This is an optimization exercise on Yosys and OpenROAD, whose aim is small area, a short achievable clock period and few clock cycles, not a production implementation. Where RTL was checked, it was by simulation tests only, not by an equivalence proof against the original. For runs 1, 2 and 6, only the layout was checked, not whether the RTL still works. Power and IR drop assume default switching activity.

**flow/config.mk**
```make
export PLATFORM = sky130hd
export DESIGN_NAME = jpeg_huffman_decoder_core
export DESIGN_NICKNAME = jpeg_huffman_decoder_core
export VERILOG_FILES = /design/flow/design.v
export SDC_FILE = /design/flow/constraint.sdc
export NUM_CORES = 4
export LEC_CHECK = 0
export CAP_MARGIN = 30
export CORE_MARGIN = 2
export CORE_UTILIZATION = 45
export CTS_CLUSTER_DIAMETER = 70
export CTS_CLUSTER_SIZE = 24
export PLACE_DENSITY = 0.6
export SETUP_SLACK_MARGIN = 4.0
export SLEW_MARGIN = 40
```
**flow/constraint.sdc**
```tcl
create_clock -name core_clock -period 7.0 [get_ports {clk}]
set_input_delay 1.4000 -clock core_clock [delete_from_list [all_inputs] [get_ports {clk}]]
set_output_delay 1.4000 -clock core_clock [all_outputs]
set_load 0.01 [all_outputs]
```
**flow/design.v**
```verilog
package jhd_pkg;
  localparam int NUM_LENGTHS = 16;
  localparam int MAX_SYMBOLS = 256;
  localparam int NRING = 8;
  localparam int RLEN  = 32;
  localparam logic [1:0] OP_CLEAR = 2'd0;
  localparam logic [1:0] OP_BYTE  = 2'd1;
  localparam logic [1:0] OP_BIT   = 2'd2;
  localparam logic [2:0] ST_SYMBOL     = 3'd0;
  localparam logic [2:0] ST_TABLE_DONE = 3'd1;
  localparam logic [2:0] ST_BAD_CODE   = 3'd2;
  localparam logic [2:0] ST_OVERFLOW   = 3'd3;
  localparam logic [2:0] ST_NOT_LOADED = 3'd4;
endpackage
module jhd_front (
  input  logic        clk,
  input  logic        rst_n,
  input  logic        in_valid,
  output logic        in_stall,
  input  logic [10:0] in_data,
  output logic        h_valid,
  output logic [10:0] h_cmd,
  input  logic        h_pop
);
  logic       hv_r, sv_r;
  logic [10:0] h_r, h2_r, s_r;
  logic [10:0] cmd;
  logic       push;
  logic       h_free;
  always_comb begin
    cmd[10]  = (in_data[10:9] == jhd_pkg::OP_BIT);
    cmd[9]   = (in_data[10:9] == jhd_pkg::OP_BYTE);
    cmd[8]   = (in_data[10:9] == jhd_pkg::OP_CLEAR);
    cmd[7:0] = cmd[10] ? {7'd0, in_data[0]} : in_data[8:1];
  end
  assign in_stall = sv_r;
  assign push     = in_valid && !sv_r && (in_data[10:9] != 2'd3);
  assign h_free   = !hv_r || h_pop;
  assign h_valid  = hv_r;
  assign h_cmd    = h_r;
  always_ff @(posedge clk) begin
    if (!rst_n) begin
      hv_r <= 1'b0;
      sv_r <= 1'b0;
    end else begin
      if (h_free) begin
        hv_r <= sv_r || push;
        sv_r <= 1'b0;
      end else if (push) begin
        sv_r <= 1'b1;
      end
    end
  end
  always_ff @(posedge clk) begin
    h_r  <= h_free ? (sv_r ? s_r : cmd) : h2_r;
    h2_r <= h_free ? (sv_r ? s_r : cmd) : h_r;
    if (!sv_r) begin
      s_r <= cmd;
    end
  end
endmodule
module jhd_back (
  input  logic        clk,
  input  logic        rst_n,
  input  logic        h_valid,
  input  logic [10:0] h_cmd,
  output logic        h_pop,
  output logic        out_valid,
  input  logic        out_stall,
  output logic [24:0] out_data
);
  localparam int NR = jhd_pkg::NRING;
  localparam int RL = jhd_pkg::RLEN;
  function automatic logic gt9(input logic [8:0] a, input logic [8:0] b);
    logic [8:0] g, l;
    logic [2:0] gg, ge;
    g = a & ~b;
    l = ~a & b;
    for (int i = 0; i < 3; i++) begin
      gg[i] = g[3*i+2] | (~l[3*i+2] & g[3*i+1]) | (~l[3*i+2] & ~l[3*i+1] & g[3*i]);
      ge[i] = ~(g[3*i+2] | l[3*i+2]) & ~(g[3*i+1] | l[3*i+1]) & ~(g[3*i] | l[3*i]);
    end
    gt9 = gg[2] | (ge[2] & gg[1]) | (ge[2] & ge[1] & gg[0]);
  endfunction
  function automatic logic [9:0] sub9(input logic [8:0] a, input logic [8:0] b);
    logic [9:0] g, p, gn, pn;
    g[0] = 1'b1;
    p[0] = 1'b0;
    for (int i = 0; i < 9; i++) begin
      g[i+1] = a[i] & ~b[i];
      p[i+1] = ~(a[i] ^ b[i]);
    end
    for (int lv = 0; lv < 4; lv++) begin
      gn = g;
      pn = p;
      for (int k = 0; k < 10; k++) begin
        if (k >= (1 << lv)) begin
          gn[k] = g[k] | (p[k] & g[k - (1 << lv)]);
          pn[k] = p[k] & p[k - (1 << lv)];
        end
      end
      g = gn;
      p = pn;
    end
    for (int i = 0; i < 9; i++) sub9[i] = ~(a[i] ^ b[i]) ^ g[i];
    sub9[9] = g[9];
  endfunction
  logic        lcnt_r, lsym_r, ready_r;    
  logic [7:0]  idx_r;                      
  logic [9:0]  room_r;                     
  logic [8:0]  tl_r;                       
  logic        tlbig_r;                    
  logic        over_r;
  logic [4:0]  rot_r;                      
  logic [3:0]  crot_r;                     
  logic [3:0]  nx_r;                       
  logic [8:0]  x_r;                        
  logic [8:0]  offs_r;                     
  logic [3:0]  len_r;
  logic [7:0]  ccur_r, ccur2_r;            
  logic [7:0]  c0_r;                       
  logic          wc_r;
  logic [NR-1:0] ws_r;
  logic [7:0]    wdata_r;
  logic          av_r, bv_r, ov_r;
  logic [2:0]    ast_r, bst_r, ost_r;
  logic [8:0]    aval_r, bval_r;
  logic          asym_r, bsym_r;
  logic [7:0]    as0_r;                    
  logic          ab_r;                     
  logic [RL-1:0] bj_r;                     
  logic [NR-1:0] bring_r;                  
  logic [7:0]    osym_r;
  logic [4:0]    olen_r;
  logic [8:0]    obytes_r;
  logic [NR-1:0][7:0] cand;
  logic [7:0]         sym;
  logic [16*8-1:0]    crg;
  logic [7:0]         cnx;
  logic [15:0]        nx_oh;
  always_comb begin
    nx_oh = '0;
    nx_oh[nx_r] = 1'b1;
    sym = '0;
    for (int r = 0; r < NR; r++) sym = sym | (cand[r] & {8{bring_r[r]}});
  end
  for (genvar r = 0; r < NR; r++) begin : g_ring
    logic [RL*8-1:0] rg;
    always_ff @(posedge clk) begin
      rg <= {rg[RL*8-9:0], ws_r[r] ? wdata_r : rg[RL*8-1 -: 8]};
    end
    for (genvar b = 0; b < 8; b++) begin : g_bit
      logic [RL-1:0] col;
      for (genvar j = 0; j < RL; j++) begin : g_e
        assign col[j] = rg[j*8+b];
      end
      assign cand[r][b] = |(col & bj_r);
    end
  end
  always_ff @(posedge clk) begin
    crg <= {crg[16*8-9:0], wc_r ? wdata_r : crg[16*8-1 -: 8]};
  end
  for (genvar b = 0; b < 8; b++) begin : g_cbit
    logic [15:0] col;
    for (genvar j = 0; j < 16; j++) begin : g_e
      assign col[j] = crg[j*8+b];
    end
    assign cnx[b] = |(col & nx_oh);
  end
  logic        k_clear, k_byte, k_bit;
  logic [7:0]  d;
  logic        b;
  logic        advance;
  logic        go;
  logic        fire;
  logic        is_cnt, is_sym;
  logic [8:0]  rem;
  logic [8:0]  tl_sub;
  logic        over_now;
  logic        big_now;
  logic        zero_now;
  logic        hit;
  logic [9:0]  sub;
  logic [8:0]  xd;
  assign k_bit   = h_cmd[10];
  assign k_byte  = h_cmd[9];
  assign k_clear = h_cmd[8];
  assign d       = h_cmd[7:0];
  assign b       = h_cmd[0];
  assign advance = !(ov_r && out_stall);
  always_comb begin
    is_cnt = k_byte && lcnt_r;
    is_sym = k_byte && lsym_r;
    go = 1'b1;
    if (is_cnt) go = (idx_r[3:0] == 4'd0) || (crot_r == idx_r[3:0]);
    if (is_sym) go = (idx_r == 8'd0) || (rot_r == idx_r[4:0]);
  end
  assign fire  = h_valid && advance && go;
  assign h_pop = fire;
  always_comb begin
    rem      = room_r[8:0] - {1'b0, d};
    over_now = over_r || (!room_r[9] && gt9({1'b0, d}, room_r[8:0]));
    tl_sub   = tl_r - {1'b0, d};
    big_now  = tlbig_r || gt9({1'b0, d}, tl_r);
    zero_now = !tlbig_r && (tl_r == 9'(jhd_pkg::MAX_SYMBOLS)) && (d == 8'd0);
    sub      = sub9({x_r[7:0], b}, {1'b0, ccur_r});
    hit      = !x_r[8] && !sub[9];
    xd       = sub[8:0];
  end
  logic        res_v;
  logic [2:0]  res_st;
  logic [8:0]  res_val;
  logic        res_sym;
  logic        dec_reset, dec_inc, cnt0;
  always_comb begin
    res_v     = 1'b0;
    res_st    = jhd_pkg::ST_NOT_LOADED;
    res_val   = 9'd0;
    res_sym   = 1'b0;
    dec_reset = 1'b0;
    dec_inc   = 1'b0;
    cnt0      = 1'b0;
    if (fire) begin
      if (k_clear) dec_reset = 1'b1;
      if (is_cnt) begin
        cnt0 = (idx_r[3:0] == 4'd0);
        if (idx_r[3:0] == 4'd15) begin
          if (over_now || big_now) begin
            res_v   = 1'b1;
            res_st  = jhd_pkg::ST_OVERFLOW;
            res_val = 9'd16;
          end else if (zero_now) begin
            res_v   = 1'b1;
            res_st  = jhd_pkg::ST_TABLE_DONE;
            res_val = 9'd16;
          end
        end
      end
      if (is_sym) begin
        if (tl_r == 9'd1) begin
          res_v   = 1'b1;
          res_st  = jhd_pkg::ST_TABLE_DONE;
          res_val = {1'b0, idx_r} + 9'd17;
        end
      end
      if (k_bit) begin
        res_v = 1'b1;
        if (!ready_r) begin
          res_st = jhd_pkg::ST_NOT_LOADED;
        end else if (hit) begin
          res_st    = jhd_pkg::ST_SYMBOL;
          res_val   = {5'd0, len_r} + 9'd1;
          res_sym   = 1'b1;
          dec_reset = 1'b1;
        end else if (len_r == 4'd15) begin
          res_st    = jhd_pkg::ST_BAD_CODE;
          res_val   = 9'd16;
          dec_reset = 1'b1;
        end else begin
          res_v   = 1'b0;
          dec_inc = 1'b1;
        end
      end
    end
  end
  always_ff @(posedge clk) begin
    if (!rst_n) begin
      lcnt_r   <= 1'b1;
      lsym_r   <= 1'b0;
      ready_r  <= 1'b0;
      idx_r    <= 8'd0;
      room_r   <= 10'd2;
      tl_r     <= 9'(jhd_pkg::MAX_SYMBOLS);
      tlbig_r  <= 1'b0;
      over_r   <= 1'b0;
      x_r      <= 9'd0;
      offs_r   <= 9'd0;
      len_r    <= 4'd0;
      wc_r     <= 1'b0;
      ws_r     <= '0;
    end else begin
      wc_r <= fire && is_cnt;
      ws_r <= '0;
      if (fire && is_sym) ws_r[idx_r[7:5]] <= 1'b1;
      if (fire && k_clear) begin
        lcnt_r   <= 1'b1;
        lsym_r   <= 1'b0;
        ready_r  <= 1'b0;
        idx_r    <= 8'd0;
        room_r   <= 10'd2;
        tl_r     <= 9'(jhd_pkg::MAX_SYMBOLS);
        tlbig_r  <= 1'b0;
        over_r   <= 1'b0;
      end
      if (fire && is_cnt) begin
        if (!room_r[9]) room_r <= {rem, 1'b0};
        tl_r    <= tl_sub;
        tlbig_r <= big_now;
        over_r  <= over_now;
        idx_r   <= {4'd0, idx_r[3:0] + 4'd1};
        if (idx_r[3:0] == 4'd15) begin
          lcnt_r <= 1'b0;
          tl_r   <= 9'(jhd_pkg::MAX_SYMBOLS) - tl_sub;
          if (!over_now && !big_now) begin
            if (zero_now) ready_r <= 1'b1;
            else          lsym_r  <= 1'b1;
          end
        end
      end
      if (fire && is_sym) begin
        idx_r <= idx_r + 8'd1;
        tl_r  <= tl_r - 9'd1;
        if (tl_r == 9'd1) begin
          lsym_r  <= 1'b0;
          ready_r <= 1'b1;
        end
      end
      if (dec_reset) begin
        x_r    <= 9'd0;
        offs_r <= 9'd0;
        len_r  <= 4'd0;
      end else if (dec_inc) begin
        x_r    <= {x_r[8] | xd[8], xd[7:0]};
        offs_r <= offs_r + {1'b0, ccur_r};
        len_r  <= len_r + 4'd1;
      end
    end
  end
  always_ff @(posedge clk) begin
    wdata_r <= d;
    crot_r  <= crot_r + 4'd1;
    rot_r   <= rot_r + 5'd1;
    if (fire && is_sym && idx_r == 8'd0) rot_r <= 5'd1;
    if (cnt0) begin
      crot_r <= 4'd1;
      nx_r   <= 4'd14;
      c0_r   <= d;
    end else if (dec_reset) begin
      nx_r   <= crot_r - 4'd2;
    end else if (!dec_inc) begin
      nx_r   <= nx_r + 4'd1;
    end
  end
  logic [7:0] ccur_nxt;
  always_comb begin
    ccur_nxt = ccur2_r;
    if (cnt0)           ccur_nxt = d;
    else if (dec_reset) ccur_nxt = c0_r;
    else if (dec_inc)   ccur_nxt = cnx;
  end
  always_ff @(posedge clk) begin
    ccur_r  <= ccur_nxt;
    ccur2_r <= (cnt0 || dec_reset || dec_inc) ? ccur_nxt : ccur_r;
  end
  logic [4:0]    q;
  logic [7:0]    s1;
  logic [RL-1:0] q_oh, j_oh;
  logic [NR-1:0] r0_oh, r1_oh;
  always_comb begin
    q            = rot_r - 5'd1 - as0_r[4:0];
    q_oh         = '0;
    q_oh[q]      = 1'b1;
    j_oh         = ab_r ? {q_oh[0], q_oh[RL-1:1]} : q_oh;
    s1           = as0_r + 8'd1;
    r0_oh        = '0;
    r0_oh[as0_r[7:5]] = 1'b1;
    r1_oh        = '0;
    r1_oh[s1[7:5]] = 1'b1;
  end
  always_ff @(posedge clk) begin
    if (!rst_n) begin
      av_r <= 1'b0;
      bv_r <= 1'b0;
      ov_r <= 1'b0;
    end else if (advance) begin
      av_r <= res_v;
      bv_r <= av_r;
      ov_r <= bv_r;
    end
  end
  always_ff @(posedge clk) begin
    if (advance) begin
      ast_r    <= res_st;
      aval_r   <= res_val;
      asym_r   <= res_sym;
      as0_r    <= offs_r[7:0] + {x_r[6:0], 1'b0};
      ab_r     <= b;
      bst_r    <= ast_r;
      bval_r   <= aval_r;
      bsym_r   <= asym_r;
      bj_r     <= j_oh;
      bring_r  <= ab_r ? r1_oh : r0_oh;
    end else begin
      bj_r     <= {bj_r[RL-2:0], bj_r[RL-1]};
    end
  end
  logic [24:0] o_new, o_r, oh_r;
  assign o_new = {bst_r,
                  bsym_r ? sym : 8'd0,
                  (bst_r == jhd_pkg::ST_SYMBOL || bst_r == jhd_pkg::ST_BAD_CODE) ? bval_r[4:0] : 5'd0,
                  (bst_r == jhd_pkg::ST_TABLE_DONE || bst_r == jhd_pkg::ST_OVERFLOW) ? bval_r : 9'd0};
  always_ff @(posedge clk) begin
    o_r  <= advance ? o_new : oh_r;
    oh_r <= advance ? o_new : o_r;
  end
  assign {ost_r, osym_r, olen_r, obytes_r} = o_r;
  assign out_valid = ov_r;
  assign out_data  = {ost_r, osym_r, olen_r, obytes_r};
endmodule
module jpeg_huffman_decoder_core (
  input  logic          clk,
  input  logic          rst_n,
  input  logic          in_valid,
  output logic          in_stall,
  input  logic [10:0]   in_data,
  output logic          out_valid,
  input  logic          out_stall,
  output logic [24:0]   out_data
);
  logic       h_valid;
  logic [10:0] h_cmd;
  logic       h_pop;
  jhd_front u_front (
    .clk      (clk),
    .rst_n    (rst_n),
    .in_valid (in_valid),
    .in_stall (in_stall),
    .in_data  (in_data),
    .h_valid  (h_valid),
    .h_cmd    (h_cmd),
    .h_pop    (h_pop)
  );
  jhd_back u_back (
    .clk       (clk),
    .rst_n     (rst_n),
    .h_valid   (h_valid),
    .h_cmd     (h_cmd),
    .h_pop     (h_pop),
    .out_valid (out_valid),
    .out_stall (out_stall),
    .out_data  (out_data)
  );
endmodule
```
**flow/run.sh**
```bash
#!/bin/bash
# synth_recipe.tcl (not shown) runs the flow's synth.tcl, then flattens the netlist and writes it again
# the make line also repeats each setting of config.mk as NAME=value (left out here)
make -C /OpenROAD-flow-scripts/flow DESIGN_CONFIG=/design/flow/config.mk WORK_HOME=/design/flow/orfs CLKGATE_MAP_FILE= SYNTH_SCRIPT=/design/flow/synth_recipe.tcl finish
```
==> impl_metrics.toml, run 1 <==
[setup_path]
end_kind = "flip-flop"
critPathLaunch = "u_back.bj_r[23]"
critPathKind = "flip-flop to flip-flop"
rrSetupSlack_ps = 3980
critical_path_arrival_ps = 3720
worstSetupStartpointType = "flip-flop"
r2r-end = "u_back.oh_r[19]"
cp_max_fo = 24
ff2ff_path_depth = 8
reg2reg_from = "u_back.bj_r[23]"
worstPathRequired_ps = 7690
endpoint = "u_back.oh_r[19]"

[logic_synthesis]
synthAdderAreaFrac = 0.0164
synth_top_cells_by_area = "dfxtp_1 68%, a22oi_1 8.3%, edfxtp_1 2.2%"
synth_top_family_by_area = "compound AO/OA/AOI/OAI gates"
synth_edf_count = 51
synth.area.mux_share = 0.0146
synthesis.instances = 5520
yosysSeqAreaShare = 0.703
netlist_area_um2 = 70300
synth_compound_area_frac = 0.168
synth_warnings = 2
yosys.cell_types.count = 87
ys_async_sr_fraction = 0
syn-num-nets = 5624
synth_xor_area_frac = 0.0102
synth_flop_cell = "dfxtp_1"
synthTopCellsByCount = "2395 x dfxtp_1, 778 x a22oi_1, 231 x nand4_1"
syn_avg_cell_area_um2 = 12.7
synth_top_area_frac = 0.682
synth-simple-area-share = 0.0651
yosys_register_bits = 2446
synth_most_common_cell = "dfxtp_1"
yosysTopAreaCell = "dfxtp_1"

[placement]
dp_slack_ps = 2150
gp_congestion = 0.892
hpwl_um = 127000
port_buffers = 41

[clocking]
clkLatencyLatePin_ps = 790
ctsRootBufferMaster = "clkbuf_16"
clk_pin_slew_ps = 100
cts_tree = "yes"
holdBufCountCts = 0
h-tree-depth = 4
cts_sinks = 2446
cts_buffer_depth = 3
numCtsBuffers = 132

[floorplan]
die-area_um2 = 160000
die_w_um = 399
initial_utilization = 0.452
ios = 42
core_um2 = 156000
rows = 145
die_y_um = 399

[cells_and_area]
num-fill-cells = 13479
area_growth_pct = 11.3
final_util = 0.503
diodes = 0
layout.nets = 5622
multi_input_area_um2 = 19900
seq_area_um2 = 49700
drive_gt1_frac = 0.105

[pwr]
power.leakage_nw = 29.3
powerDensity_nw_per_um2 = 314
peakVddDrop_mv = 0.270

[flow_run]
cap_violations = 0

[min_path]
hold_class = "flip-flop to flip-flop"

[route]
wl_um = 221000
post_drt_via_cell_ratio = 6.13
via_count = 46748
drt_iter0_markers = 5160
routedWlPerCell_um = 29.0
ant_nets = 0
firstDrtPassIters = 6
drc = 0

[timing]
finalCriticalPeriod_ps = 3020
setup_viol = 0
setup_ws_ps = 3980
max_slew_margin = 0.362
hold_ws_ps = 333
setup_tns_ps = 0
fmax_ghz = 0.331
min_period_over_period = 0.432
hold_viol_final = 0
slew_violations = 0
finClkSkew_ps = 24.7
worst_slew_pin_slew_ps = 955
grt_setup_unrepaired = "yes"

[global_route]
antenna_found_initial = 4
grtUsageTotal = 0.269
grt_pass1_vias = 45759
grt-ovfl-total = 0
grt_pass1_wl_um = 317000
grt_max_degree = 74

[status]
outcome = "no timing/DRC/antenna violations"
==> per-stage QoR <==
stage	instances	instance area (um^2)	power, mW
global route	7626	78300	25.3
CTS	7592	77800	24.6
detailed placement	7386	73000	16.3
global placement	7378	72800	16.2
floorplan	5520	70400	15.6
finish	7626	78300	24.6
==> cells by family after synthesis <==
family | after synthesis
AO/OA/AOI/OAI | 1549
XOR/XNOR | 79
multiplexers | 93
AND/OR/NAND/NOR | 857
buffers and inverters | 407
flip-flops | 2446
adder cells (fa/ha/maj) | 89
==> worst max-delay path: stages, from the launching register on <==
cell and delay, ps:
dfxtp_4 510, buf_8 290, buf_6 260, a22oi_1 230, nand4_1 150, o41ai_2 440, nand4_1 430, o211a_1 370
a21o_1 150
==> sequential cells by signal, summed over array words and instances (netlist names), 10 cells and up <==
name and count:
u_back.g_ring.rg 2048, u_back.o_r 25, u_back.room_r 10, u_front.h_r 11
u_back.crg 128, u_back.bj_r 32, u_front.s_r 11, u_front.h2_r 11
u_back.oh_r 25
==> worst min-delay path by stage <==
stage | from | cells past startpoint | slack [ps] | to
CTS | u_back.g_ring[6].rg[126] | 0 | 330 | u_back.g_ring[6].rg[134]
finish | u_back.g_ring[6].rg[126] | 0 | 330 | u_back.g_ring[6].rg[134]
global placement | u_back.crg[39] | 0 | 330 | u_back.crg[47]
global route | u_back.g_ring[6].rg[149] | 0 | 340 | u_back.g_ring[6].rg[157]
detailed placement | u_back.g_ring[1].rg[6] | 0 | 340 | u_back.g_ring[1].rg[14]
floorplan | u_back.crg[39] | 0 | 320 | u_back.crg[47]
==> per-layer routing <==
layer | wire (um) | global-route usage | vias to the layer above | share of wire
li1 | - | - | 20558 | -
met1 | 95900 | 0.376 | 23402 | 0.43
met2 | 99700 | 0.422 | 2318 | 0.45
met3 | 17600 | 0.0446 | 466 | 0.080
met4 | 7660 | 0.0943 | 4 | 0.035
met5 | 30 | 0 | - | 0.00014
==> area by class of cell <==
| type | instances | share of cell area |
|---|---|---|
| Sequential cell | 2446 | 0.634 |
| Multi-Input combinational cell | 2672 | 0.254 |
| Clock buffer | 146 | 0.0443 |
| Tap cell | 2058 | 0.0329 |
| Timing Repair Buffer | 184 | 0.0230 |
| Clock inverter | 38 | 0.00697 |
| Inverter | 82 | 0.00422 |
==> repair_timing <==
item | in CTS | in global routing
gates resized for setup | 172 | 52
setup endpoints to repair | 198 | 60
gates cloned | 2 | 3
setup buffers | 20 | 30
pin swaps | 19 | 18
==> layout by cell type, fill, tap and decap left out, types with 26 or more instances in the layout <==
cell type / netlist / final
nand4_1: 231 / 231
ha_1: 84 / 78
a21o_1: 27 / 27
buf_4: 4 / 94
xnor2_1: 47 / 47
nor2_1: 97 / 92
a221oi_1: 139 / 138
nor3_1: 39 / 35
inv_1: 81 / 73
dlygate4sd2_1: 0 / 26
mux2_2: 79 / 79
nand2_1: 204 / 198
nand3_1: 102 / 102
o41ai_1: 59 / 37
o21ai_0: 79 / 73
a21oi_1: 84 / 81
xor2_1: 29 / 28
o21a_1: 32 / 32
o31ai_1: 33 / 33
dfxtp_1: 2395 / 2327
clkbuf_16: 0 / 137
dfxtp_2: 0 / 26
a22o_1: 174 / 173
edfxtp_1: 51 / 51
dfxtp_4: 0 / 42
a22oi_1: 778 / 778
==> report_power, final <==
| part | switching (mW) | total (mW) | leakage [nW] | internal [mW] |
|---|---|---|---|---|
| Sequential | 0.271 | 14.4 | 19.9 | 14.1 |
| Clock | 4.65 | 8.45 | 1.96 | 3.80 |
| Combinational | 1.22 | 1.78 | 7.40 | 0.559 |
| Total | 6.15 | 24.6 | 29.3 | 18.5 |
==> run 2: changes to the inputs <==
--- a/flow/config.mk
+++ b/flow/config.mk
@@ -5,11 +5,11 @@
 export SDC_FILE = /design/flow/constraint.sdc
 export NUM_CORES = 4
 export LEC_CHECK = 0
-export CAP_MARGIN = 30
+export CAP_MARGIN = 40
 export CORE_MARGIN = 2
 export CORE_UTILIZATION = 45
 export CTS_CLUSTER_DIAMETER = 70
 export CTS_CLUSTER_SIZE = 24
 export PLACE_DENSITY = 0.6
 export SETUP_SLACK_MARGIN = 4.0
-export SLEW_MARGIN = 40
+export SLEW_MARGIN = 60
==> impl_metrics.toml, run 2 <==
[setup_path]
endpoint = "u_back.oh_r[19]"
worstPathRequired_ps = 7690
cp_num_cells = 8
path_buf_inv = 2
r2r-end = "u_back.oh_r[19]"
critPathKind = "flip-flop to flip-flop"
crit_top_cell = "nand4_1"
reg2reg_from = "u_back.bj_r[23]"
path_delay_family = "compound AO/OA/AOI/OAI gates"
ff2ff_path_depth = 8
path_cells = "buf_8, buf_6, a22oi_1, nand4_1, o41ai_2, nand4_1, o211a_1, a21o_1"
critPathSlowestCell = "nand4_1"
end_kind = "flip-flop"
critPathLaunch = "u_back.bj_r[23]"
critical_path_arrival_ps = 3730
critPathMaxStageDelay_ps = 470
worstSetupStartpointType = "flip-flop"
cp_max_fo = 24
rrSetupSlack_ps = 3960

[cells_and_area]
final_cell_mix = "2323 x dfxtp_1, 778 x a22oi_1, 231 x nand4_1"
layout.nets = 5645
reg_top3 = "u_back.g_ring.rg (2048), u_back.crg (128), u_back.bj_r (32)"
drive_gt1_frac = 0.114
finalInstanceArea_um2 = 79100
top_register = "u_back.g_ring.rg"
final_common_cell = "dfxtp_1"
largest_reg_flops = 2048
area_growth_pct = 12.4

[route]
drc = 0
drt_iter0_markers = 5345
ant_nets = 0
wl_um = 220000
routedWlPerCell_um = 28.7
via_count = 46681
firstDrtPassIters = 8
post_drt_via_cell_ratio = 6.09

[floorplan]
die_y_um = 399
die_w_um = 399
rows = 145
ios = 42
initial_utilization = 0.452
core_um2 = 156000
die-area_um2 = 160000

[logic_synthesis]
syn-num-nets = 5624
synth_warnings = 2
synthTopCellsByCount = "2395 x dfxtp_1, 778 x a22oi_1, 231 x nand4_1"
synth_edf_count = 51
yosys_register_bits = 2446
synth_top_area_frac = 0.682
syn_avg_cell_area_um2 = 12.7
synth_flop_cell = "dfxtp_1"
synthesis.instances = 5520
synth_most_common_cell = "dfxtp_1"
netlist_area_um2 = 70300
yosysTopAreaCell = "dfxtp_1"
synth_top_cells_by_area = "dfxtp_1 68%, a22oi_1 8.3%, edfxtp_1 2.2%"
ys_async_sr_fraction = 0
yosys.cell_types.count = 87
yosysSeqAreaShare = 0.703

[timing]
fmax_ghz = 0.329
min_period_over_period = 0.434
grt_setup_unrepaired = "yes"
setup_viol = 0
worst_slew_pin_slew_ps = 629
finalCriticalPeriod_ps = 3040
hold_viol_final = 0
slew_violations = 0
setup_ws_ps = 3960
hold_ws_ps = 333
finClkSkew_ps = 42.7
setup_tns_ps = 0
max_slew_margin = 0.575

[flow_run]
cap_violations = 0

[global_route]
antenna_found_initial = 1
grt_pass1_vias = 45969
grt-ovfl-total = 0
grt_pass1_wl_um = 316000
grtUsageTotal = 0.268
grt_max_degree = 74

[placement]
dp_slack_ps = 2550
post_dp_cell_area_um2 = 73700
port_buffers = 41
hpwl_um = 130000
gp_congestion = 0.892

[clocking]
cts_tree = "yes"
clk_pin_slew_ps = 90
numCtsBuffers = 132
ctsRootBufferMaster = "clkbuf_16"
h-tree-depth = 4
cts_buffer_depth = 3
holdBufCountCts = 0
cts_sinks = 2446
clkLatencyLatePin_ps = 820

[pwr]
power.leakage_nw = 29.7
powerDensity_nw_per_um2 = 313
peakVddDrop_mv = 0.289
power.total_mw = 24.8

[status]
outcome = "no timing/DRC/antenna violations"

[min_path]
worstHoldStart = "u_back.g_ring[4].rg[153]"
hold_class = "flip-flop to flip-flop"
==> run 2: cell counts after synthesis <==
No cell type changed its count.
==> run 2: metrics by stage <==
stage	utilization	instances
global placement	0.468	7378
detailed placement	0.474	7412
floorplan	-	5520
CTS	0.504	7621
global route	0.508	7658
finish	0.508	7659
==> run 2: layer usage <==
layer / share of wire / global-route usage / vias to the layer above
li1: - / - / 20617
met1: 0.44 / 0.373 / 23582
met2: 0.45 / 0.423 / 2081
met3: 0.074 / 0.0436 / 399
met4: 0.034 / 0.0949 / 2
met5: 0.000059 / 0 / -
==> run 2: repair_timing <==
action | CTS | global route
hold endpoints to repair | 0 | 0
pin swaps | 26 | 25
resized for setup | 135 | 52
buffers inserted | 13 | 32
endpoints found under the setup margin | 174 | 73
cloned | 3 | 4
==> run 2: report_power, final <==
part           internal, mW  switching, mW  total [mW]
clock                  3.86           4.71        8.57
combinational         0.592           1.26        1.85
sequential             14.1          0.267        14.4
total                  18.6           6.23        24.8
==> run 2: worst min-delay path by stage <==
| stage | endpoint | cells after the start | slack [ps] |
|---|---|---|---|
| final | u_back.g_ring[4].rg[161] | 0 | 330 |
| after global routing | u_back.g_ring[0].rg[95] | 0 | 350 |
| after CTS | u_back.g_ring[4].rg[129] | 0 | 330 |
| after detailed placement | u_back.g_ring[5].rg[22] | 0 | 340 |
| after global placement | u_back.crg[47] | 0 | 330 |
| after floorplan | u_back.crg[47] | 0 | 320 |
==> run 2: logic make-up (layout without fill, tap and decap cells) <==
family / Yosys count / count (layout) / synth area share
DFF: 2446 / 2446 / 0.703
AOI/OAI and AO/OA: 1549 / 1549 / 0.168
and+or+nand+nor: 857 / 861 / 0.0651
buffers and inverters: 407 / 483 / 0.0225
muxes: 93 / 93 / 0.0146
adders and majority gates: 89 / 89 / 0.0164
xor gates and xnor gates: 79 / 79 / 0.0102
other: 0 / 1 / 0
==> run 2: area by class of cell <==
class                           count  area (um^2)
Multi-Input combinational cell   2671        20100
Clock inverter                     42          667
Clock buffer                      151         3490
Sequential cell                  2446        49700
Timing Repair Buffer              208         2230
Tap cell                         2058         2570
Antenna cell                        1         2.50
Fill cell                       13422        76600
Inverter                           82          334
==> run 3: changes to the inputs <==
--- a/flow/design.v
+++ b/flow/design.v
@@ -23,7 +23,7 @@
   input  logic        h_pop
 );
   logic       hv_r, sv_r;
-  logic [10:0] h_r, h2_r, s_r;
+  logic [10:0] h_r, s_r;
   logic [10:0] cmd;
   logic       push;
   logic       h_free;
@@ -52,8 +52,9 @@
     end
   end
   always_ff @(posedge clk) begin
-    h_r  <= h_free ? (sv_r ? s_r : cmd) : h2_r;
-    h2_r <= h_free ? (sv_r ? s_r : cmd) : h_r;
+    if (h_free) begin
+      h_r <= sv_r ? s_r : cmd;
+    end
     if (!sv_r) begin
       s_r <= cmd;
     end
@@ -82,29 +83,6 @@
     end
     gt9 = gg[2] | (ge[2] & gg[1]) | (ge[2] & ge[1] & gg[0]);
   endfunction
-  function automatic logic [9:0] sub9(input logic [8:0] a, input logic [8:0] b);
-    logic [9:0] g, p, gn, pn;
-    g[0] = 1'b1;
-    p[0] = 1'b0;
-    for (int i = 0; i < 9; i++) begin
-      g[i+1] = a[i] & ~b[i];
-      p[i+1] = ~(a[i] ^ b[i]);
-    end
-    for (int lv = 0; lv < 4; lv++) begin
-      gn = g;
-      pn = p;
-      for (int k = 0; k < 10; k++) begin
-        if (k >= (1 << lv)) begin
-          gn[k] = g[k] | (p[k] & g[k - (1 << lv)]);
-          pn[k] = p[k] & p[k - (1 << lv)];
-        end
-      end
-      g = gn;
-      p = pn;
-    end
-    for (int i = 0; i < 9; i++) sub9[i] = ~(a[i] ^ b[i]) ^ g[i];
-    sub9[9] = g[9];
-  endfunction
   logic        lcnt_r, lsym_r, ready_r;    
   logic [7:0]  idx_r;                      
   logic [9:0]  room_r;                     
@@ -113,11 +91,11 @@
   logic        over_r;
   logic [4:0]  rot_r;                      
   logic [3:0]  crot_r;                     
-  logic [3:0]  nx_r;                       
+  logic [15:0] nx_r;                       
   logic [8:0]  x_r;                        
   logic [8:0]  offs_r;                     
   logic [3:0]  len_r;
-  logic [7:0]  ccur_r, ccur2_r;            
+  logic [7:0]  ccur_r;                     
   logic [7:0]  c0_r;                       
   logic          wc_r;
   logic [NR-1:0] ws_r;
@@ -137,10 +115,7 @@
   logic [7:0]         sym;
   logic [16*8-1:0]    crg;
   logic [7:0]         cnx;
-  logic [15:0]        nx_oh;
   always_comb begin
-    nx_oh = '0;
-    nx_oh[nx_r] = 1'b1;
     sym = '0;
     for (int r = 0; r < NR; r++) sym = sym | (cand[r] & {8{bring_r[r]}});
   end
@@ -165,7 +140,7 @@
     for (genvar j = 0; j < 16; j++) begin : g_e
       assign col[j] = crg[j*8+b];
     end
-    assign cnx[b] = |(col & nx_oh);
+    assign cnx[b] = |(col & nx_r);
   end
   logic        k_clear, k_byte, k_bit;
   logic [7:0]  d;
@@ -179,8 +154,8 @@
   logic        over_now;
   logic        big_now;
   logic        zero_now;
-  logic        hit;
-  logic [9:0]  sub;
+  logic        hit0, hit1, hit;
+  logic [9:0]  sub0, sub1;
   logic [8:0]  xd;
   assign k_bit   = h_cmd[10];
   assign k_byte  = h_cmd[9];
@@ -203,9 +178,12 @@
     tl_sub   = tl_r - {1'b0, d};
     big_now  = tlbig_r || gt9({1'b0, d}, tl_r);
     zero_now = !tlbig_r && (tl_r == 9'(jhd_pkg::MAX_SYMBOLS)) && (d == 8'd0);
-    sub      = sub9({x_r[7:0], b}, {1'b0, ccur_r});
-    hit      = !x_r[8] && !sub[9];
-    xd       = sub[8:0];
+    hit0     = gt9({1'b0, ccur_r}, {x_r[7:0], 1'b0});
+    hit1     = gt9({1'b0, ccur_r}, {x_r[7:0], 1'b1});
+    hit      = !x_r[8] && (b ? hit1 : hit0);
+    sub0     = {1'b0, x_r[7:0], 1'b0} - {2'd0, ccur_r};
+    sub1     = {1'b0, x_r[7:0], 1'b1} - {2'd0, ccur_r};
+    xd       = b ? sub1[8:0] : sub0[8:0];
   end
   logic        res_v;
   logic [2:0]  res_st;
@@ -326,6 +304,13 @@
       end
     end
   end
+  logic [3:0]  nx_rst;
+  logic [15:0] nx_rst_oh;
+  always_comb begin
+    nx_rst = crot_r - 4'd2;
+    nx_rst_oh = '0;
+    nx_rst_oh[nx_rst] = 1'b1;
+  end
   always_ff @(posedge clk) begin
     wdata_r <= d;
     crot_r  <= crot_r + 4'd1;
@@ -333,25 +318,18 @@
     if (fire && is_sym && idx_r == 8'd0) rot_r <= 5'd1;
     if (cnt0) begin
       crot_r <= 4'd1;
-      nx_r   <= 4'd14;
+      nx_r   <= 16'h4000;
       c0_r   <= d;
+      ccur_r <= d;
     end else if (dec_reset) begin
-      nx_r   <= crot_r - 4'd2;
-    end else if (!dec_inc) begin
-      nx_r   <= nx_r + 4'd1;
+      nx_r   <= nx_rst_oh;
+      ccur_r <= c0_r;
+    end else if (dec_inc) begin
+      ccur_r <= cnx;
+    end else begin
+      nx_r   <= {nx_r[14:0], nx_r[15]};
     end
   end
-  logic [7:0] ccur_nxt;
-  always_comb begin
-    ccur_nxt = ccur2_r;
-    if (cnt0)           ccur_nxt = d;
-    else if (dec_reset) ccur_nxt = c0_r;
-    else if (dec_inc)   ccur_nxt = cnx;
-  end
-  always_ff @(posedge clk) begin
-    ccur_r  <= ccur_nxt;
-    ccur2_r <= (cnt0 || dec_reset || dec_inc) ? ccur_nxt : ccur_r;
-  end
   logic [4:0]    q;
   logic [7:0]    s1;
   logic [RL-1:0] q_oh, j_oh;
@@ -390,20 +368,14 @@
       bsym_r   <= asym_r;
       bj_r     <= j_oh;
       bring_r  <= ab_r ? r1_oh : r0_oh;
+      ost_r    <= bst_r;
+      osym_r   <= bsym_r ? sym : 8'd0;
+      olen_r   <= (bst_r == jhd_pkg::ST_SYMBOL || bst_r == jhd_pkg::ST_BAD_CODE) ? bval_r[4:0] : 5'd0;
+      obytes_r <= (bst_r == jhd_pkg::ST_TABLE_DONE || bst_r == jhd_pkg::ST_OVERFLOW) ? bval_r : 9'd0;
     end else begin
       bj_r     <= {bj_r[RL-2:0], bj_r[RL-1]};
     end
   end
-  logic [24:0] o_new, o_r, oh_r;
-  assign o_new = {bst_r,
-                  bsym_r ? sym : 8'd0,
-                  (bst_r == jhd_pkg::ST_SYMBOL || bst_r == jhd_pkg::ST_BAD_CODE) ? bval_r[4:0] : 5'd0,
-                  (bst_r == jhd_pkg::ST_TABLE_DONE || bst_r == jhd_pkg::ST_OVERFLOW) ? bval_r : 9'd0};
-  always_ff @(posedge clk) begin
-    o_r  <= advance ? o_new : oh_r;
-    oh_r <= advance ? o_new : o_r;
-  end
-  assign {ost_r, osym_r, olen_r, obytes_r} = o_r;
   assign out_valid = ov_r;
   assign out_data  = {ost_r, osym_r, olen_r, obytes_r};
 endmodule
--- a/flow/config.mk
+++ b/flow/config.mk
@@ -5,11 +5,11 @@
 export SDC_FILE = /design/flow/constraint.sdc
 export NUM_CORES = 4
 export LEC_CHECK = 0
-export CAP_MARGIN = 40
+export CAP_MARGIN = 30
 export CORE_MARGIN = 2
 export CORE_UTILIZATION = 45
 export CTS_CLUSTER_DIAMETER = 70
 export CTS_CLUSTER_SIZE = 24
 export PLACE_DENSITY = 0.6
-export SETUP_SLACK_MARGIN = 4.0
-export SLEW_MARGIN = 60
+export SETUP_SLACK_MARGIN = 4.1
+export SLEW_MARGIN = 40
==> impl_metrics.toml, run 3 <==
[route]
drc = 0
drt_iter0_markers = 4367
post_drt_via_cell_ratio = 5.97
firstDrtPassIters = 6
routedWlPerCell_um = 28.2
ant_nets = 0
wl_um = 205000
via_count = 43248

[pwr]
peakVddDrop_mv = 0.254
power.leakage_nw = 28.2
powerDensity_nw_per_um2 = 301
power.total_mw = 22.7

[floorplan]
die_w_um = 394
die_y_um = 394
initial_utilization = 0.452
die-area_um2 = 155000
core_um2 = 152000
rows = 143
ios = 42

[clocking]
clk_pin_slew_ps = 100
cts_tree = "yes"
h-tree-depth = 3
clkLatencyLatePin_ps = 790
cts_buffer_depth = 3
cts_sinks = 2414
ctsRootBufferMaster = "clkbuf_16"
numCtsBuffers = 116
holdBufCountCts = 0

[logic_synthesis]
yosys_register_bits = 2414
syn-num-nets = 5298
synthesis.instances = 5188
netlist_area_um2 = 68400
synth_edf_count = 95
ys_async_sr_fraction = 0
synthTopCellsByCount = "2319 x dfxtp_1, 770 x a22oi_1, 204 x clkbuf_1"
synth_warnings = 2
syn_avg_cell_area_um2 = 13.2
synth_top_area_frac = 0.678
yosys.cell_types.count = 78
yosysTopAreaCell = "dfxtp_1"
yosysSeqAreaShare = 0.720
synth_flop_cell = "dfxtp_1"
synth_top_cells_by_area = "dfxtp_1 68%, a22oi_1 8.4%, edfxtp_1 4.2%"
synth_most_common_cell = "dfxtp_1"

[min_path]
hold_class = "flip-flop to flip-flop"
whs_path_depth = 0

[cells_and_area]
drive_gt1_frac = 0.0913
final_util = 0.498
final_common_cell = "dfxtp_1"
final_cell_mix = "2275 x dfxtp_1, 770 x a22oi_1, 188 x a22o_1"
num-fill-cells = 13123
top_register = "u_back.g_ring.rg"
finalInstanceArea_um2 = 75500
reg_top3 = "u_back.g_ring.rg (2048), u_back.crg (128), u_back.bj_r (32)"
multi_input_area_um2 = 18000
seq_area_um2 = 49400
area_growth_pct = 10.3
largest_reg_flops = 2048
layout.nets = 5281

[timing]
setup_tns_ps = 0
max_slew_margin = 0.355
grt_setup_unrepaired = "yes"
worst_slew_pin_slew_ps = 968
fmax_ghz = 0.344
setup_viol = 0
finalCriticalPeriod_ps = 2910
slew_violations = 0
hold_viol_final = 0
finClkSkew_ps = 56.2
min_period_over_period = 0.416

[global_route]
grtUsageTotal = 0.254
grt_pass1_vias = 42644
antenna_found_initial = 3
grt_pass1_wl_um = 293000
grt-ovfl-total = 0
grt_max_degree = 53

[setup_path]
critical_path_arrival_ps = 3430
ff2ff_path_depth = 7
worstSetupStartpointType = "flip-flop"
critPathSlowestCell = "o41ai_1"
cp_max_fo = 28
worstPathRequired_ps = 7520
crit_top_cell = "nand4_1"
critPathKind = "flip-flop to flip-flop"
critPathMaxStageDelay_ps = 510
path_cells = "buf_12, buf_4, a22oi_1, nand4_1, o41ai_1, nand4_1, o21a_2"
end_kind = "flip-flop"

[placement]
hpwl_um = 114000
gp_congestion = 0.821
post_dp_cell_area_um2 = 71100
port_buffers = 41

[flow_run]
cap_violations = 0

[status]
outcome = "no timing/DRC/antenna violations"
[run 3: cell count changes in the layout (fill, tap and decap cells not counted), sizes merged, moves of 23 or more]
cell,previous run,this run
nand2,205,115
dfxtp,2395,2319
nand3,103,171
nand4,233,165
edfxtp,51,95
buf,163,129
o31ai,33,6
a221oi,139,162
[run 3: layout make-up]
| cell class | instances | area share |
|---|---|---|
| sequential | 2414 | 0.655 |
| multi-input combinational | 2384 | 0.239 |
| clock buffer | 137 | 0.0407 |
| tap | 2030 | 0.0336 |
| timing repair buffer | 165 | 0.0233 |
| inverter | 90 | 0.00452 |
| clock inverter | 22 | 0.00421 |
| antenna | 1 | 0.0000331 |
[run 3: kinds of logic (layout without fill, tap and decap cells)]
kind of cell               Yosys count  after routing  synth area share
AOI/OAI and AO/OA                 1442           1442             0.162
xor gates and xnor gates            79             79            0.0101
adders and majority gates           95             95            0.0181
buffers and inverters              396            414            0.0228
DFF                               2414           2414             0.720
muxes                              101            101            0.0161
other                                0              1                 0
and+or+nand+nor                    661            667            0.0505
[run 3: repair_timing]
action,4_1_cts,5_1_grt
hold endpoints to repair,0,0
gates cloned,5,3
pin swaps,2,2
buffers inserted,15,30
setup endpoints to repair,190,119
gates resized for setup,124,46
[run 3: power breakdown]
part | switching, mW | leakage (nW) | total (mW) | internal [mW]
Combinational | 0.546 | 6.79 | 0.877 | 0.331
Clock | 4.33 | 1.65 | 7.55 | 3.23
Sequential | 0.356 | 19.8 | 14.3 | 13.9
[run 3: per-stage QoR]
| stage | hold WS (ps) | setup WS, ps | cells |
|---|---|---|---|
| 5_1_grt | 334 | 3900 | 7242 |
| 2_1_floorplan | 331 | 2920 | 5188 |
| 6_report | 316 | 4090 | 7243 |
| 4_1_cts | 320 | 4090 | 7209 |
| 3_5_place_dp | 336 | 1710 | 7030 |
| 3_3_place_gp | 332 | 1790 | 7018 |
[run 3: worst paths after layout]
kind                           start  slack [ps]                      end
min reg2reg  u_back.g_ring[1].rg[37]         320  u_back.g_ring[1].rg[45]
min          u_back.g_ring[1].rg[37]         320  u_back.g_ring[1].rg[45]
max reg2reg           u_back.bj_r[5]        4090         u_back.osym_r[6]
max                   u_back.bj_r[5]        4090         u_back.osym_r[6]
[run 3: per-layer routing]
metal	vias up	part of all wire	track usage
li1	19191	-	-
met1	21842	0.44	0.359
met2	1848	0.45	0.400
met3	365	0.077	0.0401
met4	2	0.036	0.0789
met5	-	0.000064	0
[run 3: critical path, delay by kind of cell (launching register included)]
family	cells	cell delay, ps
buffers and inverters	2	630
flip-flops	1	490
AO/OA/AOI/OAI	3	1100
AND/OR/NAND/NOR	2	390
Testbench counts of run 3, summed over its fixed seeds: cycles 47,721.
==> run 4: changes to the inputs <==
--- a/flow/config.mk
+++ b/flow/config.mk
@@ -7,9 +7,9 @@
 export LEC_CHECK = 0
 export CAP_MARGIN = 30
 export CORE_MARGIN = 2
-export CORE_UTILIZATION = 45
+export CORE_UTILIZATION = 55
 export CTS_CLUSTER_DIAMETER = 70
 export CTS_CLUSTER_SIZE = 24
-export PLACE_DENSITY = 0.6
+export PLACE_DENSITY = 0.7
 export SETUP_SLACK_MARGIN = 4.1
 export SLEW_MARGIN = 40
==> impl_metrics.toml, run 4 <==
[route]
ant_nets = 0
via_count = 43747
drc = 0
drt_iter0_markers = 5631
post_drt_via_cell_ratio = 6.40
wl_um = 197000
firstDrtPassIters = 9
routedWlPerCell_um = 28.8

[min_path]
hold_class = "flip-flop to flip-flop"

[timing]
slew_violations = 0
setup_ws_ps = 4060
finalCriticalPeriod_ps = 2940
finClkSkew_ps = 54.4
grt_setup_unrepaired = "yes"
fmax_ghz = 0.340
setup_viol = 0
max_slew_margin = 0.442
hold_viol_final = 0
worst_slew_pin_slew_ps = 830
setup_tns_ps = 0
min_period_over_period = 0.420

[setup_path]
path_buf_inv = 1
critPathSlowestCell = "o41ai_1"
worstSetupStartpointType = "flip-flop"
path_cells = "buf_4, a22o_1, a221oi_1, nand3_1, o41ai_1, nand4_1, o21a_1"
critPathKind = "flip-flop to flip-flop"
path_delay_family = "compound AO/OA/AOI/OAI gates"
critPathMaxStageDelay_ps = 570
worstPathRequired_ps = 7530
end_kind = "flip-flop"
critical_path_arrival_ps = 3470
cp_max_fo = 27

[logic_synthesis]
synth_flop_cell = "dfxtp_1"
synth_top_area_frac = 0.678
syn_avg_cell_area_um2 = 13.2
yosysTopAreaCell = "dfxtp_1"
yosys_register_bits = 2414
yosysSeqAreaShare = 0.720
synth_warnings = 2
ys_async_sr_fraction = 0
synth_most_common_cell = "dfxtp_1"
synth_edf_count = 95
synthesis.instances = 5188
syn-num-nets = 5298
synth_top_cells_by_area = "dfxtp_1 68%, a22oi_1 8.4%, edfxtp_1 4.2%"
yosys.cell_types.count = 78
netlist_area_um2 = 68400
synthTopCellsByCount = "2319 x dfxtp_1, 770 x a22oi_1, 204 x clkbuf_1"

[floorplan]
core_um2 = 124000
rows = 129
die_w_um = 357
initial_utilization = 0.553
die_y_um = 357
die-area_um2 = 127000
ios = 42

[pwr]
pwr-share-clk = 0.332
peakVddDrop_mv = 0.293
power_frac_comb = 0.039
p_int_mw = 17.5
powerDensity_nw_per_um2 = 303
switching_share = 0.230
p_seq_frac = 0.629
power.leakage_nw = 28.3
switchingPower_mw = 5.22

[placement]
post_dp_cell_area_um2 = 70600
hpwl_um = 112000
port_buffers = 41
gp_congestion = 0.873
dp_slack_ps = 2530

[clocking]
clkLatencyLatePin_ps = 770
clk_pin_slew_ps = 100
ctsRootBufferMaster = "clkbuf_16"
cts_buffer_depth = 3
h-tree-depth = 3
cts_tree = "yes"
numCtsBuffers = 117
cts_sinks = 2414

[cells_and_area]
final_common_cell = "dfxtp_1"
reg_top3 = "u_back.g_ring.rg (2048), u_back.crg (128), u_back.bj_r (32)"
num-fill-cells = 9607
area_growth_pct = 9.39
final_util = 0.605
finalInstanceArea_um2 = 74800
drive_gt1_frac = 0.0888
top_register = "u_back.g_ring.rg"
layout.nets = 5271
largest_reg_flops = 2048
final_cell_mix = "2275 x dfxtp_1, 770 x a22oi_1, 188 x a22o_1"

[status]
outcome = "no timing/DRC/antenna violations"

[flow_run]
cap_violations = 0

[global_route]
grt-ovfl-total = 0
grtUsageTotal = 0.301
grt_max_degree = 74
grt_pass1_wl_um = 286000
grt_pass1_vias = 43410
antenna_found_initial = 3
[run 4: cell count changes in the layout (fill, tap and decap cells not counted), moves of 6 or more]
| cell | previous run | this run |
|---|---|---|
| buf_12 | 22 | 13 |
| clkdlybuf4s15_1 | 11 | 3 |
| o41ai_1 | 45 | 39 |
| dlygate4sd2_1 | 7 | 18 |
| buf_4 | 77 | 70 |
[run 4: path summary, 6_finish.rpt]
kind / start / to / slack, ps / cells after the start
setup / recovery: u_back.bj_r[24] / u_back.osym_r[0] / 4060 / 7
hold reg to reg: u_back.g_ring[3].rg[207] / u_back.g_ring[3].rg[215] / 330 / 0
hold / removal: u_back.g_ring[3].rg[207] / u_back.g_ring[3].rg[215] / 330 / 0
setup reg to reg: u_back.bj_r[24] / u_back.osym_r[0] / 4060 / 7
[run 4: layout make-up]
class                           instances  area (um^2)  area share
Antenna cell                            1         2.50   0.0000334
Clock buffer                          140         3110      0.0415
Clock inverter                         20          305     0.00408
Inverter                               90          342     0.00456
Multi-Input combinational cell       2383        18100       0.241
Sequential cell                      2414        49400       0.660
Tap cell                             1637         2050      0.0274
Timing Repair Buffer                  155         1570      0.0210
[run 4: stage by stage]
stage,instances,total power [mW],hold slack [ps]
final,6840,22.7,328
after global routing,6840,23.3,343
after CTS,6818,22.7,333
after detailed placement,6641,15.4,336
after global placement,6633,15.4,332
after floorplan,5188,15.0,331
[run 4: timing repair]
action                                  4_1_cts  5_1_grt
hold buffers                                  0        0
pin swaps                                     2        7
endpoints found under the setup margin      137       80
resized for setup                           109       37
cloned                                        5        1
setup buffers                                12       20
endpoints found under the hold margin         0        0
[run 4: power groups by stage]
stage	combinational [mW]	sequential (mW)	clock [mW]
4_1_cts	0.825	14.3	7.56
6_report	0.877	14.3	7.54
5_1_grt	0.946	14.3	8.05
2_1_floorplan	0.667	14.3	0
3_3_place_gp	0.772	14.6	0
3_5_place_dp	0.789	14.6	0
[run 4: kinds of logic after synthesis]
logic type      count (synthesis)  share of synthesized area
simple gates                  661                     0.0505
mux                           101                     0.0161
fa+ha+maj                      95                     0.0181
buf+inv                       396                     0.0228
flops                        2414                      0.720
compound gates               1442                      0.162
xor+xnor                       79                     0.0101
[run 4: metal layers]
metal | share of wire | track usage | vias to the layer above
li1 | - | - | 19171
met1 | 0.42 | 0.421 | 21940
met2 | 0.45 | 0.471 | 2199
met3 | 0.087 | 0.0468 | 437
met4 | 0.044 | 0.119 | 0
met5 | 0 | 0 | -
==> run 5: changes to the inputs <==
--- a/flow/config.mk
+++ b/flow/config.mk
@@ -7,9 +7,9 @@
 export LEC_CHECK = 0
 export CAP_MARGIN = 30
 export CORE_MARGIN = 2
-export CORE_UTILIZATION = 55
+export CORE_UTILIZATION = 62
 export CTS_CLUSTER_DIAMETER = 70
 export CTS_CLUSTER_SIZE = 24
-export PLACE_DENSITY = 0.7
+export PLACE_DENSITY = 0.78
 export SETUP_SLACK_MARGIN = 4.1
 export SLEW_MARGIN = 40
==> impl_metrics.toml, run 5 <==
[clocking]
cts_sinks = 2414
cts_buffer_depth = 3
holdBufCountCts = 0
ctsRootBufferMaster = "clkbuf_16"
numCtsBuffers = 117
clk_pin_slew_ps = 90
h-tree-depth = 3
clkLatencyLatePin_ps = 750
cts_tree = "yes"

[timing]
worst_slew_pin_slew_ps = 983
finClkSkew_ps = 32.6
grt_setup_unrepaired = "yes"
hold_ws_ps = 337
fmax_ghz = 0.340
hold_viol_final = 0
setup_viol = 0
slew_violations = 0
setup_tns_ps = 0
finalCriticalPeriod_ps = 2940
min_period_over_period = 0.421
max_slew_margin = 0.344

[setup_path]
ff2ff_path_depth = 7
critical_path_arrival_ps = 1540
path_delay_family = "flip-flops"
worstPathRequired_ps = 5600
cp_max_fo = 1
r2r-end = "u_back.osym_r[5]"
rrSetupSlack_ps = 4080
path_cells = "buf_2"
end_kind = "output pin"
critPathKind = "flip-flop to output pin"
critPathSlowestCell = "edfxtp_1"
worstSetupStartpointType = "flip-flop"
reg2reg_from = "u_back.bj_r[19]"
critPathMaxStageDelay_ps = 590
path_buf_inv = 1

[logic_synthesis]
synthesis.instances = 5188
synth_edf_count = 95
syn-num-nets = 5298
yosysSeqAreaShare = 0.720
syn_avg_cell_area_um2 = 13.2
yosys_register_bits = 2414
synth_top_cells_by_area = "dfxtp_1 68%, a22oi_1 8.4%, edfxtp_1 4.2%"
yosysTopAreaCell = "dfxtp_1"
ys_async_sr_fraction = 0
synth_top_area_frac = 0.678
synthTopCellsByCount = "2319 x dfxtp_1, 770 x a22oi_1, 204 x clkbuf_1"
netlist_area_um2 = 68400
synth_warnings = 2
synth_most_common_cell = "dfxtp_1"
synth_flop_cell = "dfxtp_1"
yosys.cell_types.count = 78

[cells_and_area]
final_cell_mix = "2277 x dfxtp_1, 770 x a22oi_1, 188 x a22o_1"
final_util = 0.680
final_common_cell = "dfxtp_1"
drive_gt1_frac = 0.0808
layout.nets = 5237
top_register = "u_back.g_ring.rg"
largest_reg_flops = 2048
area_growth_pct = 8.44
reg_top3 = "u_back.g_ring.rg (2048), u_back.crg (128), u_back.bj_r (32)"

[global_route]
antenna_found_initial = 3
grt_max_degree = 68
grt-ovfl-total = 0
grt_pass1_vias = 43494
grtUsageTotal = 0.329
grt_pass1_wl_um = 278000

[min_path]
whs_path_depth = 0
hold_end = "u_back.g_ring[1].rg[173]"
hold_class = "flip-flop to flip-flop"
worstHoldStart = "u_back.g_ring[1].rg[165]"

[pwr]
power.leakage_nw = 27.9
switchingPower_mw = 5.14
peakVddDrop_mv = 0.285
power_frac_comb = 0.037
p_int_mw = 17.4
powerDensity_nw_per_um2 = 304
pwr-share-clk = 0.330
switching_share = 0.228
p_seq_frac = 0.633

[route]
drt_iter0_markers = 5631
via_count = 44195
wl_um = 192000
ant_nets = 0
routedWlPerCell_um = 28.9
post_drt_via_cell_ratio = 6.65
firstDrtPassIters = 8
drc = 0

[placement]
hpwl_um = 106000
gp_congestion = 0.869
port_buffers = 41

[floorplan]
die_w_um = 336
die_y_um = 336
initial_utilization = 0.627
rows = 121
ios = 42
die-area_um2 = 113000
core_um2 = 109000

[flow_run]
cap_violations = 0

[status]
outcome = "no timing/DRC/antenna violations"
==> run 5: cell counts after synthesis <==
No cell type changed its count.
==> run 5: worst max-delay path by stage <==
stage	start	to	slack (ps)	cells after the start
after detailed placement	out_stall	u_back.x_r[7]	1730	10
final	u_back.osym_r[6]	out_data[20]	4060	1
after global routing	u_front.h_r[6]	u_back.tl_r[8]	4040	8
after CTS	u_back.osym_r[6]	out_data[20]	4070	1
after global placement	out_stall	u_back.x_r[7]	1740	10
after floorplan	out_stall	u_back.ccur_r[0]	2920	10
==> run 5: metal layers <==
layer	global-route usage	vias up	routed length, um
met5	0	-	0
met4	0.143	0	8530
met3	0.0577	558	20400
met2	0.519	2749	86300
met1	0.449	21785	76600
li1	-	19103	-
==> run 5: per-stage QoR <==
stage / instance area (um^2) / total power [mW] / cells / setup WS (ps)
global placement: 70000 / 15.3 / 6446 / 1740
floorplan: 68500 / 15.0 / 5188 / 2920
CTS: 73900 / 22.5 / 6624 / 4070
global route: 74200 / 23.1 / 6637 / 4040
finish: 74200 / 22.6 / 6641 / 4060
detailed placement: 70100 / 15.4 / 6456 / 1730
==> run 5: final cells by class <==
class / count / area [um^2]
Inverter: 90 / 342
Multi-Input combinational cell: 2383 / 17900
Antenna cell: 4 / 10.0
Fill cell: 7505 / 35000
Sequential cell: 2414 / 49400
Clock inverter: 21 / 308
Timing Repair Buffer: 121 / 1300
Clock buffer: 132 / 3040
Tap cell: 1476 / 1850
==> run 5: cell families after synthesis <==
group / share of synthesized area
flops: 0.720
compound gates: 0.162
simple gates: 0.0505
buf+inv: 0.0228
mux: 0.0161
fa+ha+maj: 0.0181
xor+xnor: 0.0101
==> run 5: power by group through the flow <==
stage	combinational, mW	clock, mW	sequential [mW]
3_3_place_gp	0.741	0	14.6
5_1_grt	0.887	7.92	14.3
2_1_floorplan	0.667	0	14.3
4_1_cts	0.790	7.44	14.3
6_report	0.825	7.45	14.3
3_5_place_dp	0.761	0	14.6
==> run 5: what timing repair did <==
action / 4_1_cts / 5_1_grt
pin swaps: 5 / 4
gates resized for setup: 102 / 37
setup endpoints to repair: 262 / 78
cloned: 5 / 1
buffers inserted: 10 / 11
==> run 6: changes to the inputs <==
--- a/flow/design.v
+++ b/flow/design.v
@@ -97,9 +97,9 @@
   logic [3:0]  len_r;
   logic [7:0]  ccur_r;                     
   logic [7:0]  c0_r;                       
-  logic          wc_r;
-  logic [NR-1:0] ws_r;
-  logic [7:0]    wdata_r;
+  logic          wc;
+  logic [NR-1:0] ws;
+  logic [7:0]    d;                        
   logic          av_r, bv_r, ov_r;
   logic [2:0]    ast_r, bst_r, ost_r;
   logic [8:0]    aval_r, bval_r;
@@ -122,7 +122,7 @@
   for (genvar r = 0; r < NR; r++) begin : g_ring
     logic [RL*8-1:0] rg;
     always_ff @(posedge clk) begin
-      rg <= {rg[RL*8-9:0], ws_r[r] ? wdata_r : rg[RL*8-1 -: 8]};
+      rg <= {rg[RL*8-9:0], ws[r] ? d : rg[RL*8-1 -: 8]};
     end
     for (genvar b = 0; b < 8; b++) begin : g_bit
       logic [RL-1:0] col;
@@ -133,7 +133,7 @@
     end
   end
   always_ff @(posedge clk) begin
-    crg <= {crg[16*8-9:0], wc_r ? wdata_r : crg[16*8-1 -: 8]};
+    crg <= {crg[16*8-9:0], wc ? d : crg[16*8-1 -: 8]};
   end
   for (genvar b = 0; b < 8; b++) begin : g_cbit
     logic [15:0] col;
@@ -143,7 +143,6 @@
     assign cnx[b] = |(col & nx_r);
   end
   logic        k_clear, k_byte, k_bit;
-  logic [7:0]  d;
   logic        b;
   logic        advance;
   logic        go;
@@ -173,6 +172,11 @@
   assign fire  = h_valid && advance && go;
   assign h_pop = fire;
   always_comb begin
+    wc = fire && is_cnt;
+    ws = '0;
+    if (fire && is_sym) ws[idx_r[7:5]] = 1'b1;
+  end
+  always_comb begin
     rem      = room_r[8:0] - {1'b0, d};
     over_now = over_r || (!room_r[9] && gt9({1'b0, d}, room_r[8:0]));
     tl_sub   = tl_r - {1'b0, d};
@@ -254,12 +258,7 @@
       x_r      <= 9'd0;
       offs_r   <= 9'd0;
       len_r    <= 4'd0;
-      wc_r     <= 1'b0;
-      ws_r     <= '0;
     end else begin
-      wc_r <= fire && is_cnt;
-      ws_r <= '0;
-      if (fire && is_sym) ws_r[idx_r[7:5]] <= 1'b1;
       if (fire && k_clear) begin
         lcnt_r   <= 1'b1;
         lsym_r   <= 1'b0;
@@ -307,18 +306,17 @@
   logic [3:0]  nx_rst;
   logic [15:0] nx_rst_oh;
   always_comb begin
-    nx_rst = crot_r - 4'd2;
+    nx_rst = crot_r - 4'd1;
     nx_rst_oh = '0;
     nx_rst_oh[nx_rst] = 1'b1;
   end
   always_ff @(posedge clk) begin
-    wdata_r <= d;
     crot_r  <= crot_r + 4'd1;
     rot_r   <= rot_r + 5'd1;
     if (fire && is_sym && idx_r == 8'd0) rot_r <= 5'd1;
     if (cnt0) begin
       crot_r <= 4'd1;
-      nx_r   <= 16'h4000;
+      nx_r   <= 16'h8000;
       c0_r   <= d;
       ccur_r <= d;
     end else if (dec_reset) begin
@@ -335,7 +333,7 @@
   logic [RL-1:0] q_oh, j_oh;
   logic [NR-1:0] r0_oh, r1_oh;
   always_comb begin
-    q            = rot_r - 5'd1 - as0_r[4:0];
+    q            = rot_r - as0_r[4:0];
     q_oh         = '0;
     q_oh[q]      = 1'b1;
     j_oh         = ab_r ? {q_oh[0], q_oh[RL-1:1]} : q_oh;
==> impl_metrics.toml, run 6 <==
[cells_and_area]
final_util = 0.687
area_growth_pct = 10.0
top_register = "u_back.g_ring.rg"
finalInstanceArea_um2 = 74800
drive_gt1_frac = 0.0919
largest_reg_flops = 2048
layout.nets = 5316
reg_top3 = "u_back.g_ring.rg (2048), u_back.crg (128), u_back.bj_r (32)"
final_common_cell = "dfxtp_1"
final_cell_mix = "2263 x dfxtp_1, 770 x a22oi_1, 166 x nand3_1"

[setup_path]
critical_path_arrival_ps = 3600
critPathKind = "flip-flop to flip-flop"
end_kind = "flip-flop"
worstPathRequired_ps = 7640
worstSetupStartpointType = "flip-flop"
cp_max_fo = 3

[route]
drc = 0
post_drt_via_cell_ratio = 6.76
via_count = 44991
ant_nets = 0
firstDrtPassIters = 6
wl_um = 197000
routedWlPerCell_um = 29.5
drt_iter0_markers = 5797

[logic_synthesis]
yosys_register_bits = 2397
yosys.cell_types.count = 76
synth_warnings = 2
yosysSeqAreaShare = 0.719
syn-num-nets = 5326
synth_top_cells_by_area = "dfxtp_1 68%, a22oi_1 8.5%, edfxtp_1 4.2%"
synthesis.instances = 5220
synth_edf_count = 95
ys_async_sr_fraction = 0
synth_top_area_frac = 0.678
syn_avg_cell_area_um2 = 13.0
synth_most_common_cell = "dfxtp_1"
synth_flop_cell = "dfxtp_1"
synthTopCellsByCount = "2302 x dfxtp_1, 770 x a22oi_1, 215 x clkbuf_1"
netlist_area_um2 = 68000
yosysTopAreaCell = "dfxtp_1"

[timing]
finClkSkew_ps = 38.1
setup_viol = 0
fmax_ghz = 0.338
grt_setup_unrepaired = "yes"
max_slew_margin = 0.372
min_period_over_period = 0.423
hold_ws_ps = 330
slew_violations = 0
setup_tns_ps = 0
worst_slew_pin_slew_ps = 943
finalCriticalPeriod_ps = 2960
hold_viol_final = 0

[clocking]
cts_tree = "yes"
cts_buffer_depth = 3
ctsRootBufferMaster = "clkbuf_16"
cts_sinks = 2397
h-tree-depth = 3
clk_pin_slew_ps = 90
numCtsBuffers = 115
clkLatencyLatePin_ps = 770
holdBufCountCts = 0

[flow_run]
cap_violations = 0

[global_route]
grt-ovfl-total = 0
grt_pass1_wl_um = 284000
grt_pass1_vias = 44074
grt_max_degree = 66
antenna_found_initial = 5
grtUsageTotal = 0.339

[placement]
port_buffers = 41
post_dp_cell_area_um2 = 70200
hpwl_um = 113000
gp_congestion = 0.871

[floorplan]
die-area_um2 = 112000
ios = 42
core_um2 = 109000
initial_utilization = 0.625
rows = 121
die_y_um = 335
die_w_um = 335

[pwr]
power.leakage_nw = 28.2
peakVddDrop_mv = 0.255
power.total_mw = 22.5
powerDensity_nw_per_um2 = 301

[min_path]
hold_class = "flip-flop to flip-flop"

[status]
outcome = "no timing/DRC/antenna violations"
[run 6: cell types whose count changed in the layout (fill, tap and decap cells not counted), sizes merged, moves of 10 or more]
cell,delta
mux2,-31
nand2,+42
a21oi,-27
a21boi,+10
buf,+58
dfxtp,-17
o21ai,+49
nand2b,+10
a22o,-28
[run 6: layout make-up]
cell class,count,area (um^2)
Antenna cell,2,5.00
Clock buffer,129,2960
Clock inverter,20,328
Fill cell,7303,34000
Inverter,89,389
Multi-Input combinational cell,2431,18600
Sequential cell,2397,49100
Tap cell,1414,1770
Timing Repair Buffer,173,1700
Timing Repair inverter,3,26.3
[run 6: metrics by stage]
| step | instances | setup slack [ps] |
|---|---|---|
| 2_1_floorplan | 5220 | 3410 |
| 3_3_place_gp | 6438 | 2200 |
| 3_5_place_dp | 6445 | 2290 |
| 4_1_cts | 6622 | 4080 |
| 5_1_grt | 6656 | 3940 |
| 6_report | 6658 | 4040 |
[run 6: final timing paths]
kind	slack (ps)	depth (start not counted)	from	endpoint
worst max-delay path	4040	9	u_front.h_r[3]	u_back.tl_r[6]
worst min-delay path	330	0	u_back.g_ring[2].rg[108]	u_back.g_ring[2].rg[116]
worst min register to register	330	0	u_back.g_ring[2].rg[108]	u_back.g_ring[2].rg[116]
worst max register to register	4040	9	u_front.h_r[3]	u_back.tl_r[6]
[run 6: what timing repair did]
item / CTS / global route
resized for setup: 138 / 68
setup endpoints to repair: 233 / 141
buffers inserted: 24 / 28
gates cloned: 4 / 4
pin swaps: 11 / 16
[run 6: layer usage]
metal  track usage  vias to the layer above  part of all wire
li1              -                    19272                 -
met1         0.460                    22309              0.39
met2         0.524                     2839              0.45
met3        0.0718                      567              0.11
met4         0.152                        4             0.050
met5             0                        -           0.00047
[run 6: report_power, final]
part | internal [mW] | switching [mW] | leakage, nW
clock | 3.11 | 4.24 | 1.59
sequential | 13.9 | 0.325 | 19.7
combinational | 0.378 | 0.598 | 6.91
[run 6: critical path, stage by stage, from the launching register on]
cell	delay (ps)
edfxtp_1	570
clkinvlp_4	250
ha_4	250
and2_4	140
a221o_1	290
or3_1	320
a2111o_1	430
and2_1	180
and3_1	190
o31a_1	230
[run 6: logic make-up after synthesis]
logic type,Yosys count,share of synthesized area
AOI/OAI and AO/OA,1461,0.163
xor gates and xnor gates,81,0.0104
adders and majority gates,91,0.0175
buffers and inverters,394,0.0222
DFF,2397,0.719
muxes,76,0.0120
and+or+nand+nor,720,0.0552

port drivers added, routing unchanged:
The flow's constraints put no driver on any port. The routed layouts listed below were extracted and timed again, unchanged, in two steps.
Step 1, drivers: a clkbuf_16 drives clk and a buf_2 each remaining input, both assumed.
Step 2 times the ports against the registers' clock, not the clock port: input delays grow and output delays shrink by t, the midpoint of the rising clock arrivals with the driver on.
a / b / c = no drivers / after step 1 / after step 2; a / b = the first two.
| run | shift t [ns] | slack for setup (ns) | hold slack, ns | worst setup path at the end | worst slew at a driven data input, ns |
|---|---|---|---|---|---|
| run 1 | 0.873 | 3.976 / 3.976 / 3.283 | 0.333 / 0.333 / 0.333 | input to register | 0.07 |
| run 2 | 0.885 | 3.961 / 3.961 / 3.292 | 0.333 / 0.333 / 0.333 | input to register | 0.07 |
| run 3 | 0.841 | 4.090 / 4.040 / 3.386 | 0.316 / 0.316 / 0.316 | input to register | 0.04 |
| run 4 | 0.820 | 4.060 / 4.040 / 3.409 | 0.328 / 0.328 / 0.328 | input to register | 0.08 |
| run 5 | 0.804 | 4.056 / 3.980 / 3.379 | 0.337 / 0.337 / 0.337 | input to register | 0.04 |
| run 6 | 0.831 | 4.039 / 4.019 / 3.357 | 0.330 / 0.330 / 0.330 | input to register | 0.06 |
After both steps setup and hold are still met in every run listed. For run 3, which loses most, drivers alone change the setup slack by -0.050 ns; drivers and shift together by -0.704 ns.
